This is an optimization exercise on Yosys and OpenROAD, whose aim is small area and a short achievable clock period, not a production implementation.
Function was checked by simulation only, so behaviour that the tests miss may differ from the original.
Power and IR drop assume default switching activity.

==> flow/design.v (excerpt) <==
module mips_id_top (
    input  logic        clk,
    input  logic        arst_n,
    input  logic        in_valid,
    input  logic [31:0] in_inst,
    input  logic [31:0] in_pc4,
    input  logic        wb_en,
    input  logic [4:0]  wb_addr,
    input  logic [31:0] wb_data,
    input  logic        credit_return,
    output logic        in_ready,
    output logic        out_valid,
    output logic [31:0] out_inst,
    output logic [31:0] out_rs_val,
    output logic [31:0] out_rt_val,
    output logic [31:0] out_imm,
    output logic [31:0] out_do,
    output logic        out_jump,
    output logic [31:0] out_target
);
Size in the first run: about 300 I/O pins, ~51000 sq um of cells after synthesis.
==> flow/config.mk <==
export PLATFORM = sky130hd
export DESIGN_NAME = mips_id_top
export DESIGN_NICKNAME = mips_id_top
export VERILOG_FILES = /design/flow/design.v
export SDC_FILE = /design/flow/constraint.sdc
export NUM_CORES = 4
export LEC_CHECK = 0
export CAP_MARGIN = 20
export CORE_MARGIN = 2
export CORE_UTILIZATION = 35
export SETUP_SLACK_MARGIN = 2.4
export SLEW_MARGIN = 20
export SYNTH_HIERARCHICAL = 1
==> flow/constraint.sdc <==
create_clock -name core_clock -period 5.5 [get_ports {clk}]
set_input_delay 1.1000 -clock core_clock [delete_from_list [all_inputs] [get_ports {clk}]]
set_output_delay 1.1000 -clock core_clock [all_outputs]
set_load 0.01 [all_outputs]
standard.sh (not shown) runs the stock make flow with config.mk's settings and CLKGATE_MAP_FILE= SYNTH_SCRIPT=/design/flow/synth_recipe.tcl, a recipe that flattens the netlist after the stock synthesis.
==> flow/flow/run.sh <==
#!/bin/bash
# The standard layout (the standard.sh, unchanged synthesis and flow steps), except that
# the input and output ports are buffered with the smallest buffer, sky130_fd_sc_hd__buf_1,
# instead of the delay buffer the resizer picks by default. Timing repair still upsizes the
# port buffers that lie on critical paths. The whole make output goes to standard_flow.log;
# ORFS keeps each step's log under orfs/logs/.
set -euo pipefail
export BUFFER_PORTS_ARGS="-buffer_cell sky130_fd_sc_hd__buf_1"
bash standard.sh > standard_flow.log 2>&1
Change:
==> flow/run.sh (new file) <==
#!/bin/bash
# synth_recipe.tcl (not shown) runs the flow's synth.tcl, then flattens the netlist and writes it again
# the make line also repeats each setting of config.mk as NAME=value (left out here)
make -C /OpenROAD-flow-scripts/flow DESIGN_CONFIG=/design/flow/config.mk WORK_HOME=/design/flow/orfs CLKGATE_MAP_FILE= SYNTH_SCRIPT=/design/flow/synth_recipe.tcl finish
- SETUP_SLACK_MARGIN: 2.4 -> 2.2
removed: flow/flow/run.sh
removed: flow/standard.sh
The changed run finished clean.
Cell area climbs by about 4%.
Combinational power rises by 12%.
Setup slack improved by 0.031 ns.
Sequential share of layout area fell by 2.1 points.
Global-route usage grows by 0.85 points.
Via count rises by about 1.4%.
Synthesized area is unchanged.
Die area does not change.
Utilization came out higher by 1.8 points.
Wire length went up by about 4%.
Change:
- SETUP_SLACK_MARGIN: 2.2 -> 2.4
Outcome: The new run went through all stages and came out clean; clock skew came out higher by 0.018 ns; hold slack gains 0.054 ns; sequential cell count is unchanged; clock power drops by 4.1%; first-iteration DRC count shrinks by 0.37%; non-clock buffer count came out higher by 7.

---

Starting RTL as in the previous note.
export LEC_CHECK = 0
export CAP_MARGIN = 20
export CORE_MARGIN = 2
export CORE_UTILIZATION = 35
export CTS_CLUSTER_DIAMETER = 70
export CTS_CLUSTER_SIZE = 20
export SETUP_SLACK_MARGIN = 2.2
export SLEW_MARGIN = 20
export SYNTH_HIERARCHICAL = 1
create_clock -name core_clock -period 5.5 [get_ports {clk}]
==> flow/flow/run.sh <==
#!/bin/bash
# The standard layout (the standard.sh, unchanged synthesis and flow steps), except that
# the input and output ports are buffered with the smallest buffer, sky130_fd_sc_hd__buf_1,
# instead of the delay buffer the resizer picks by default. Timing repair still upsizes the
# port buffers that lie on critical paths. The whole make output goes to standard_flow.log;
# ORFS keeps each step's log under orfs/logs/.
set -euo pipefail
export BUFFER_PORTS_ARGS="-buffer_cell sky130_fd_sc_hd__buf_1"
bash standard.sh > standard_flow.log 2>&1
Rerun with:
==> flow/run.sh (new file) <==
#!/bin/bash
# synth_recipe.tcl (not shown) runs the flow's synth.tcl, then flattens the netlist and writes it again
# the make line also repeats each setting of config.mk as NAME=value (left out here)
make -C /OpenROAD-flow-scripts/flow DESIGN_CONFIG=/design/flow/config.mk WORK_HOME=/design/flow/orfs CLKGATE_MAP_FILE= SYNTH_SCRIPT=/design/flow/synth_recipe.tcl finish
removed: flow/flow/run.sh
removed: flow/standard.sh
Result: Final area is higher by 5.3%. Register-to-register slack gets better by 0.11 ns. Synthesized area stays the same. Worst setup slack gets better by 0.11 ns. Sequential power hardly moves.
Rerun with:
==> flow/flow/run.sh (new file) <==
#!/bin/bash
# The standard layout (the standard.sh, unchanged synthesis and flow steps), except that
# the input and output ports are buffered with a small buffer, sky130_fd_sc_hd__buf_2,
# instead of the delay buffer the resizer picks by default. Timing repair still upsizes the
# port buffers that lie on critical paths. The whole make output goes to standard_flow.log;
# ORFS keeps each step's log under orfs/logs/.
set -euo pipefail
export BUFFER_PORTS_ARGS="-buffer_cell sky130_fd_sc_hd__buf_2"
bash standard.sh > standard_flow.log 2>&1
==> flow/standard.sh (new file) <==
#!/bin/bash
# synth_recipe.tcl (not shown) runs the flow's synth.tcl, then flattens the netlist and writes it again
# the make line also repeats each setting of config.mk as NAME=value (left out here)
make -C /OpenROAD-flow-scripts/flow DESIGN_CONFIG=/design/flow/config.mk WORK_HOME=/design/flow/orfs CLKGATE_MAP_FILE= SYNTH_SCRIPT=/design/flow/synth_recipe.tcl "${@:-finish}"
removed: flow/run.sh
Power is lower by 2.5%.
Register-to-register slack is worse by 0.07 ns.
Die area does not change.
Routed wire length is lower by 5.6%.
Via count is lower by 3.3%.

## static timing again, ports no longer ideal
How much do the figures lean on ideal ports? The routed layouts below were timed once more, with nothing changed but the port constraints. Step 1, drivers: a clkbuf_16 drives clk and a buf_2 each remaining input, both assumed. Step 2 moves the port delays by t, midway between the first and last clock arrival at a register: inputs arrive t later, outputs are due t later. That takes back most of the time a late clock gives input paths. a / b / c = ideal ports / drivers / drivers and shift; a / b = the first two.
| run | t, ns | setup slack, ns | worst hold slack (ns) | worst setup path at the end | pins driven straight from the clock port |
|---|---|---|---|---|---|
| the first run of note 1 | 0.839 | 2.034 / 2.053 / 1.214 | 0.447 / 0.408 / 0.488 | input to register | 1 |
| the second run of note 1 | 0.845 | 2.065 / 2.099 / 1.253 | 0.444 / 0.392 / 0.492 | input to register | 1 |
| the third run of note 1 | 0.837 | 2.198 / 2.176 / 1.390 | 0.498 / 0.440 / 0.498 | input to register | 1 |
| the first run of note 2 | 0.823 | 1.959 / 2.011 / 1.189 | 0.484 / 0.438 / 0.498 | input to register | 1 |
| the second run of note 2 | 0.817 | 2.074 / 2.088 / 1.271 | 0.488 / 0.448 / 0.495 | input to register | 1 |
| the third run of note 2 | 0.772 | 2.050 / 2.084 / 1.311 | 0.521 / 0.506 / 0.521 | input to register | 1 |
After both steps every run listed still meets setup and hold. The setup slack of the first run of note 1, which loses most, moves by +0.019 ns with the drivers and by -0.820 ns with both steps.
